Background: an optimization exercise with open tools, aiming at small area, a short achievable clock period and few clock cycles. Do not read the settings as production practice.
At most, simulation tests tie the RTL to the original design; equivalence was not proved.
Power figures rest on the tool's default switching activity, not on a simulated workload. The clock port is modelled as an ideal driver; clocking choices that lean on that would not hold on a real chip.

==> flow/design.v (excerpt) <==
module egress_stamper #(
    parameter int PACKET_XFER_LEN = egress_stamper_pkg::PACKET_XFER_LEN,
    parameter int MAX_WORDS       = 64
) (
    input  logic                       clk,
    input  logic                       reset,
    input  logic                       in_valid,
    input  logic                       in_sop,
    input  logic [PACKET_XFER_LEN-1:0] in_data,
    output logic                       in_ready,
    input  logic [31:0]                counter,
    input  logic                       egress_full,
    output logic                       out_write_en,
    output logic [PACKET_XFER_LEN-1:0] out_data,
    output logic                       busy,
    output logic                       drop_pulse,
    output logic [15:0]                drop_count
);
For scale: ~2800 cells after synthesis, about 2100 flip-flops, about 46000 um^2 of cells after synthesis.
==> module egress_stamper, before the edit <==
module egress_stamper #(
    parameter int PACKET_XFER_LEN = egress_stamper_pkg::PACKET_XFER_LEN,
    parameter int MAX_WORDS       = 64
) (
    input  logic                       clk,
    input  logic                       reset,
    input  logic                       in_valid,
    input  logic                       in_sop,
    input  logic [PACKET_XFER_LEN-1:0] in_data,
    output logic                       in_ready,
    input  logic [31:0]                counter,
    input  logic                       egress_full,
    output logic                       out_write_en,
    output logic [PACKET_XFER_LEN-1:0] out_data,
    output logic                       busy,
    output logic                       drop_pulse,
    output logic [15:0]                drop_count
);
    localparam int L = egress_stamper_pkg::RING_SLOTS;
    function automatic logic [5:0] inc_slot(input logic [5:0] s);
        inc_slot = (s == 6'(L - 1)) ? 6'd0 : s + 6'd1;
    endfunction
    logic [5:0] ph, rs;            
    logic [5:0] rs_inc;            
    logic       collecting;        
    logic [5:0] cs;                
    logic [5:0] wrem;              
    logic       lastq;             
    logic [5:0] tail;              
    logic [5:0] nh;                
    logic       hdr_at;            
    logic [9:0] npkt;              
    logic [5:0] bcnt;              
    logic       bl_nz;             
    logic [2:0] bidx;              
    logic       tapsel, ctrsel;    
    logic       ef_q;              
    logic       dvalid;
    logic [PACKET_XFER_LEN-1:0] tap;
    logic bl_gt1, bl_one, bidx4, w2, npk_nz;
    logic rs_eq_tail, rs_eq_nh, rs_eq_cs, skip;
    assign bl_gt1        = (bcnt[5:2] != 4'd0) || (bcnt[1:0] == 2'd3);
    assign bl_one        = bl_nz && !bl_gt1;
    assign bidx4         = (bidx == 3'(egress_stamper_pkg::END_TIME_IDX - 1));
    assign w2            = (wrem == 6'd3);
    assign npk_nz        = npkt[0];
    assign rs_eq_tail    = (rs == tail);
    assign rs_eq_nh      = (rs == nh);
    assign rs_eq_cs      = (rs == cs);
    assign rs_inc        = inc_slot(rs);
    assign hdr_at        = rs_eq_nh;
    assign skip          = dvalid && !bl_nz && !npk_nz;
    logic acc, sop_legal, sop_acc, dat_acc, cnow, start, egress_ok;
    logic hdr_new, abort_legal, abort_bad, direct_hdr, keep_dead;
    assign acc         = in_valid && in_ready;
    assign sop_legal   = egress_stamper_pkg::len_legal(in_data[31:24]);
    assign sop_acc     = acc && in_sop;
    assign dat_acc     = acc && !in_sop && collecting;
    assign cnow        = dat_acc && lastq;
    assign hdr_new     = sop_acc && sop_legal;
    assign abort_legal = hdr_new && collecting;
    assign abort_bad   = sop_acc && !sop_legal && collecting;
    assign egress_ok   = !egress_full || !ef_q;
    assign start       = hdr_at && !bl_nz && egress_ok && (npk_nz || cnow);
    assign direct_hdr  = hdr_new && (collecting ? (!npk_nz && !bl_nz) : !busy);
    assign keep_dead   = abort_legal && !direct_hdr;
    logic       collecting_n, dvalid_n, bl_nz_n, busy_n, in_ready_n, we_n;
    logic [9:0] npkt_n;
    logic       we;                
    logic       tail_is_rs_n, nh_is_rs_n, lastq_n;
    logic [5:0] tail_n, nh_n;
    assign nh_n = direct_hdr ? ph : skip ? cs : bl_one ? rs_inc : nh;
    assign dvalid_n = !direct_hdr && !skip && (dvalid || abort_legal);
    assign tail_n = (hdr_new || dat_acc) ? rs : abort_bad ? cs : tail;
    assign collecting_n = hdr_new || (collecting && !abort_bad && !cnow);
    assign lastq_n = !sop_acc && (dat_acc ? w2 : lastq);
    assign bl_nz_n   = start || bl_gt1;
    assign npkt_n = start ? (cnow ? npkt : {1'b0, npkt[9:1]}) :
                            (cnow ? {npkt[8:0], 1'b1} : npkt);
    assign busy_n = bl_gt1 || npk_nz || (collecting ? !abort_bad : hdr_new);
    assign tail_is_rs_n = hdr_new || dat_acc || rs_eq_tail;
    assign nh_is_rs_n   = direct_hdr ? 1'b0 : skip ? rs_eq_cs : (!bl_one && rs_eq_nh);
    assign we_n       = !busy_n || (tail_is_rs_n && (bl_nz_n || !nh_is_rs_n));
    assign in_ready_n = !busy_n ||
                        (!(sop_acc && collecting) && !(dvalid && !skip) &&
                         tail_is_rs_n && (bl_nz_n || !nh_is_rs_n));
    logic drop_any, drop_two, dc_sat, dc_sat_n;
    logic [15:0] dc_m1, dc_m2;
    assign drop_any = sop_acc && (collecting || !sop_legal);
    assign drop_two = sop_acc && collecting && !sop_legal;
    always_comb begin
        dc_m1[0] = 1'b1;
        dc_m2[0] = 1'b0;
        dc_m2[1] = 1'b1;
        for (int i = 1; i < 16; i++) dc_m1[i] = dc_m1[i-1] && drop_count[i-1];
        for (int i = 2; i < 16; i++) dc_m2[i] = dc_m2[i-1] && drop_count[i-1];
    end
    assign dc_sat_n = dc_sat ||
                      (drop_any && (drop_count == 16'hFFFD)) ||
                      (drop_two && (drop_count == 16'hFFFC));
    pkt_ring #(
        .DATA_W(PACKET_XFER_LEN),
        .SLOTS (L)
    ) u_ring (
        .clk  (clk),
        .we   (we),
        .wdata(in_data),
        .rdata(tap)
    );
    always_ff @(posedge clk) begin
        ef_q <= egress_full;
        if (reset) begin
            ph           <= 6'd0;
            rs           <= 6'd1;
            collecting   <= 1'b0;
            lastq        <= 1'b0;
            npkt         <= '0;
            bcnt         <= 6'd0;
            bl_nz        <= 1'b0;
            tapsel       <= 1'b0;
            ctrsel       <= 1'b0;
            dvalid       <= 1'b0;
            drop_pulse   <= 1'b0;
            drop_count   <= 16'd0;
            dc_sat       <= 1'b0;
            out_write_en <= 1'b0;
            out_data     <= '0;
            busy         <= 1'b0;
            in_ready     <= 1'b1;
            we           <= 1'b1;
        end else begin
            ph  <= rs;
            rs  <= rs_inc;
            drop_pulse <= drop_any;
            dc_sat     <= dc_sat_n;
            if (drop_any) begin
                drop_count <= dc_sat ? 16'hFFFF : (drop_count ^ (drop_two ? dc_m2 : dc_m1));
            end
            out_write_en <= start;
            out_data     <= (tap & {PACKET_XFER_LEN{start || tapsel}}) |
                            (PACKET_XFER_LEN'(counter) & {PACKET_XFER_LEN{ctrsel}});
            tapsel <= start || (bl_gt1 && !bidx4);
            ctrsel <= bl_gt1 && bidx4;
            if (start) begin
                bcnt <= tap[31:26];
                bidx <= 3'd1;
            end else if (bl_nz) begin
                bcnt <= bcnt - 6'd1;
                if (bidx != 3'd7) bidx <= bidx + 3'd1;
            end
            bl_nz   <= bl_nz_n;
            npkt    <= npkt_n;
            nh         <= nh_n;
            dvalid     <= dvalid_n;
            tail       <= tail_n;
            collecting <= collecting_n;
            lastq      <= lastq_n;
            busy       <= busy_n;
            in_ready   <= in_ready_n;
            we         <= we_n;
        end
        if (hdr_new) begin
            cs   <= ph;
            wrem <= in_data[31:26];
        end else if (dat_acc) begin
            wrem <= wrem - 6'd1;
        end
    end
endmodule
==> flow/config.mk <==
export PLATFORM = sky130hd
export DESIGN_NAME = egress_stamper
export DESIGN_NICKNAME = egress_stamper
export VERILOG_FILES = /design/flow/design.v
export SDC_FILE = /design/flow/constraint.sdc
export NUM_CORES = 4
export LEC_CHECK = 0
export ABC_AREA = 1
export ABC_CLOCK_PERIOD_IN_PS = 1800
export CAP_MARGIN = 20
export CORE_MARGIN = 2
export CORE_UTILIZATION = 55
export CTS_BUF_LIST = sky130_fd_sc_hd__clkbuf_4 sky130_fd_sc_hd__clkbuf_8 sky130_fd_sc_hd__clkbuf_16
export CTS_CLUSTER_DIAMETER = 100
export CTS_CLUSTER_SIZE = 30
export SETUP_SLACK_MARGIN = 2.1
export SLEW_MARGIN = 20
==> flow/constraint.sdc <==
create_clock -name core_clock -period 4.0 [get_ports {clk}]
set_input_delay 0.8000 -clock core_clock [delete_from_list [all_inputs] [get_ports {clk}]]
set_output_delay 0.8000 -clock core_clock [all_outputs]
set_load 0.01 [all_outputs]
standard.sh (not shown) runs the stock make flow with config.mk's settings and CLKGATE_MAP_FILE= SYNTH_SCRIPT=/design/flow/synth_recipe.tcl, a recipe that flattens the netlist after the stock synthesis.
==> flow/flow/run.sh <==
#!/bin/bash
# The standard layout (standard.sh) with two changes to how it is made:
# ports are buffered with buf_2 cells rather than delay cells, and the clock
# tree gets no dummy loads. standard.sh's whole output goes to standard.log;
# ORFS keeps each step's own log under orfs/logs.
set -euo pipefail
export BUFFER_PORTS_ARGS="-buffer_cell sky130_fd_sc_hd__buf_2"
export CTS_ARGS="-sink_clustering_enable -repair_clock_nets -dont_use_dummy_load -sink_clustering_size 30 -sink_clustering_max_diameter 100 -buf_list {sky130_fd_sc_hd__clkbuf_4 sky130_fd_sc_hd__clkbuf_8 sky130_fd_sc_hd__clkbuf_16}"
bash standard.sh > standard.log 2>&1
The baseline finished with timing, DRC and antenna clean.
Next try:
--- a/flow/design.v
+++ b/flow/design.v
@@ -50,14 +50,13 @@
     output logic [15:0]                drop_count
 );
     localparam int L = egress_stamper_pkg::RING_SLOTS;
     function automatic logic [5:0] inc_slot(input logic [5:0] s);
         inc_slot = (s == 6'(L - 1)) ? 6'd0 : s + 6'd1;
     endfunction
-    logic [5:0] ph, rs;            
-    logic [5:0] rs_inc;            
+    logic [5:0] ph, rs, rs2;       
     logic       collecting;        
     logic [5:0] cs;                
     logic [5:0] wrem;              
     logic       lastq;             
     logic [5:0] tail;              
     logic [5:0] nh;                
@@ -68,23 +67,23 @@
     logic [2:0] bidx;              
     logic       tapsel, ctrsel;    
     logic       ef_q;              
     logic       dvalid;
     logic [PACKET_XFER_LEN-1:0] tap;
     logic bl_gt1, bl_one, bidx4, w2, npk_nz;
-    logic rs_eq_tail, rs_eq_nh, rs_eq_cs, skip;
+    logic rs_eq_tail, rs_eq_nh, rs_eq_cs, rs2_eq_nh, rs2_eq_cs, skip;
     assign bl_gt1        = (bcnt[5:2] != 4'd0) || (bcnt[1:0] == 2'd3);
     assign bl_one        = bl_nz && !bl_gt1;
     assign bidx4         = (bidx == 3'(egress_stamper_pkg::END_TIME_IDX - 1));
     assign w2            = (wrem == 6'd3);
     assign npk_nz        = npkt[0];
     assign rs_eq_tail    = (rs == tail);
     assign rs_eq_nh      = (rs == nh);
     assign rs_eq_cs      = (rs == cs);
-    assign rs_inc        = inc_slot(rs);
-    assign hdr_at        = rs_eq_nh;
+    assign rs2_eq_nh     = (rs2 == nh);
+    assign rs2_eq_cs     = (rs2 == cs);
     assign skip          = dvalid && !bl_nz && !npk_nz;
     logic acc, sop_legal, sop_acc, dat_acc, cnow, start, egress_ok;
     logic hdr_new, abort_legal, abort_bad, direct_hdr, keep_dead;
     assign acc         = in_valid && in_ready;
     assign sop_legal   = egress_stamper_pkg::len_legal(in_data[31:24]);
     assign sop_acc     = acc && in_sop;
@@ -97,15 +96,15 @@
     assign start       = hdr_at && !bl_nz && egress_ok && (npk_nz || cnow);
     assign direct_hdr  = hdr_new && (collecting ? (!npk_nz && !bl_nz) : !busy);
     assign keep_dead   = abort_legal && !direct_hdr;
     logic       collecting_n, dvalid_n, bl_nz_n, busy_n, in_ready_n, we_n;
     logic [9:0] npkt_n;
     logic       we;                
-    logic       tail_is_rs_n, nh_is_rs_n, lastq_n;
+    logic       tail_is_rs_n, nh_is_rs_n, hdr_at_n, lastq_n;
     logic [5:0] tail_n, nh_n;
-    assign nh_n = direct_hdr ? ph : skip ? cs : bl_one ? rs_inc : nh;
+    assign nh_n = direct_hdr ? ph : skip ? cs : bl_one ? rs2 : nh;
     assign dvalid_n = !direct_hdr && !skip && (dvalid || abort_legal);
     assign tail_n = (hdr_new || dat_acc) ? rs : abort_bad ? cs : tail;
     assign collecting_n = hdr_new || (collecting && !abort_bad && !cnow);
     assign lastq_n = !sop_acc && (dat_acc ? w2 : lastq);
     assign bl_nz_n   = start || bl_gt1;
     assign npkt_n = start ? (cnow ? npkt : {1'b0, npkt[9:1]}) :
@@ -114,12 +113,13 @@
     assign tail_is_rs_n = hdr_new || dat_acc || rs_eq_tail;
     assign nh_is_rs_n   = direct_hdr ? 1'b0 : skip ? rs_eq_cs : (!bl_one && rs_eq_nh);
     assign we_n       = !busy_n || (tail_is_rs_n && (bl_nz_n || !nh_is_rs_n));
     assign in_ready_n = !busy_n ||
                         (!(sop_acc && collecting) && !(dvalid && !skip) &&
                          tail_is_rs_n && (bl_nz_n || !nh_is_rs_n));
+    assign hdr_at_n = !direct_hdr && (skip ? rs2_eq_cs : (bl_one || rs2_eq_nh));
     logic drop_any, drop_two, dc_sat, dc_sat_n;
     logic [15:0] dc_m1, dc_m2;
     assign drop_any = sop_acc && (collecting || !sop_legal);
     assign drop_two = sop_acc && collecting && !sop_legal;
     always_comb begin
         dc_m1[0] = 1'b1;
@@ -142,31 +142,34 @@
     );
     always_ff @(posedge clk) begin
         ef_q <= egress_full;
         if (reset) begin
             ph           <= 6'd0;
             rs           <= 6'd1;
+            rs2          <= 6'd2;
             collecting   <= 1'b0;
             lastq        <= 1'b0;
             npkt         <= '0;
             bcnt         <= 6'd0;
             bl_nz        <= 1'b0;
             tapsel       <= 1'b0;
             ctrsel       <= 1'b0;
+            hdr_at       <= 1'b0;
             dvalid       <= 1'b0;
             drop_pulse   <= 1'b0;
             drop_count   <= 16'd0;
             dc_sat       <= 1'b0;
             out_write_en <= 1'b0;
             out_data     <= '0;
             busy         <= 1'b0;
             in_ready     <= 1'b1;
             we           <= 1'b1;
         end else begin
             ph  <= rs;
-            rs  <= rs_inc;
+            rs  <= rs2;
+            rs2 <= inc_slot(rs2);
             drop_pulse <= drop_any;
             dc_sat     <= dc_sat_n;
             if (drop_any) begin
                 drop_count <= dc_sat ? 16'hFFFF : (drop_count ^ (drop_two ? dc_m2 : dc_m1));
             end
             out_write_en <= start;
@@ -181,12 +184,13 @@
                 bcnt <= bcnt - 6'd1;
                 if (bidx != 3'd7) bidx <= bidx + 3'd1;
             end
             bl_nz   <= bl_nz_n;
             npkt    <= npkt_n;
             nh         <= nh_n;
+            hdr_at     <= hdr_at_n;
             dvalid     <= dvalid_n;
             tail       <= tail_n;
             collecting <= collecting_n;
             lastq      <= lastq_n;
             busy       <= busy_n;
             in_ready   <= in_ready_n;
Effect:
- power is higher by 0.91%
- wire length goes up by 1.3%
- via count climbs by 0.78%
- synthesized area is about the same
- core utilization came out higher by 0.22 points
- global-route usage rises by 0.27 points
- die area is about the same
- sequential share of layout area stays flat
- non-clock buffer count rose by 12
- clock-buffer cell count stays the same
- cell count is about the same
- combinational power is higher by 8.0%
- worst setup slack is worse by 22 ps
- synthesized cell count goes down by 1.0%
Testbench counts after the change, summed over its fixed seeds: cycles 29,379.
Only the layout flow was run in the first run of this note; the RTL was not checked for function there.

[separate check: timing with driven ports]
In the flow no input, the clock included, has a driving cell. The finished layouts below were timed again as built, in two steps. Step 1 assumes that a clkbuf_16 drives the clock port and a buf_2 every other input. Step 2 times the ports against the registers' clock, not the clock port: input delays grow and output delays shrink by t, the midpoint of the rising clock arrivals with the driver on. Slacks: ideal / step 1 / step 2; pairs: ideal / step 1.
run	shift t [ns]	setup slack, ns	worst hold slack (ns)	worst setup path at the end
the first run	0.677	2.082 / 2.036 / 1.553	0.295 / 0.295 / 0.295	input to register
the second run	0.686	2.060 / 2.000 / 1.486	0.297 / 0.280 / 0.297	input to register
After both steps setup and hold are still met in every run listed. For the second run, which loses most, drivers alone change the setup slack by -0.060 ns; drivers and shift together by -0.574 ns.
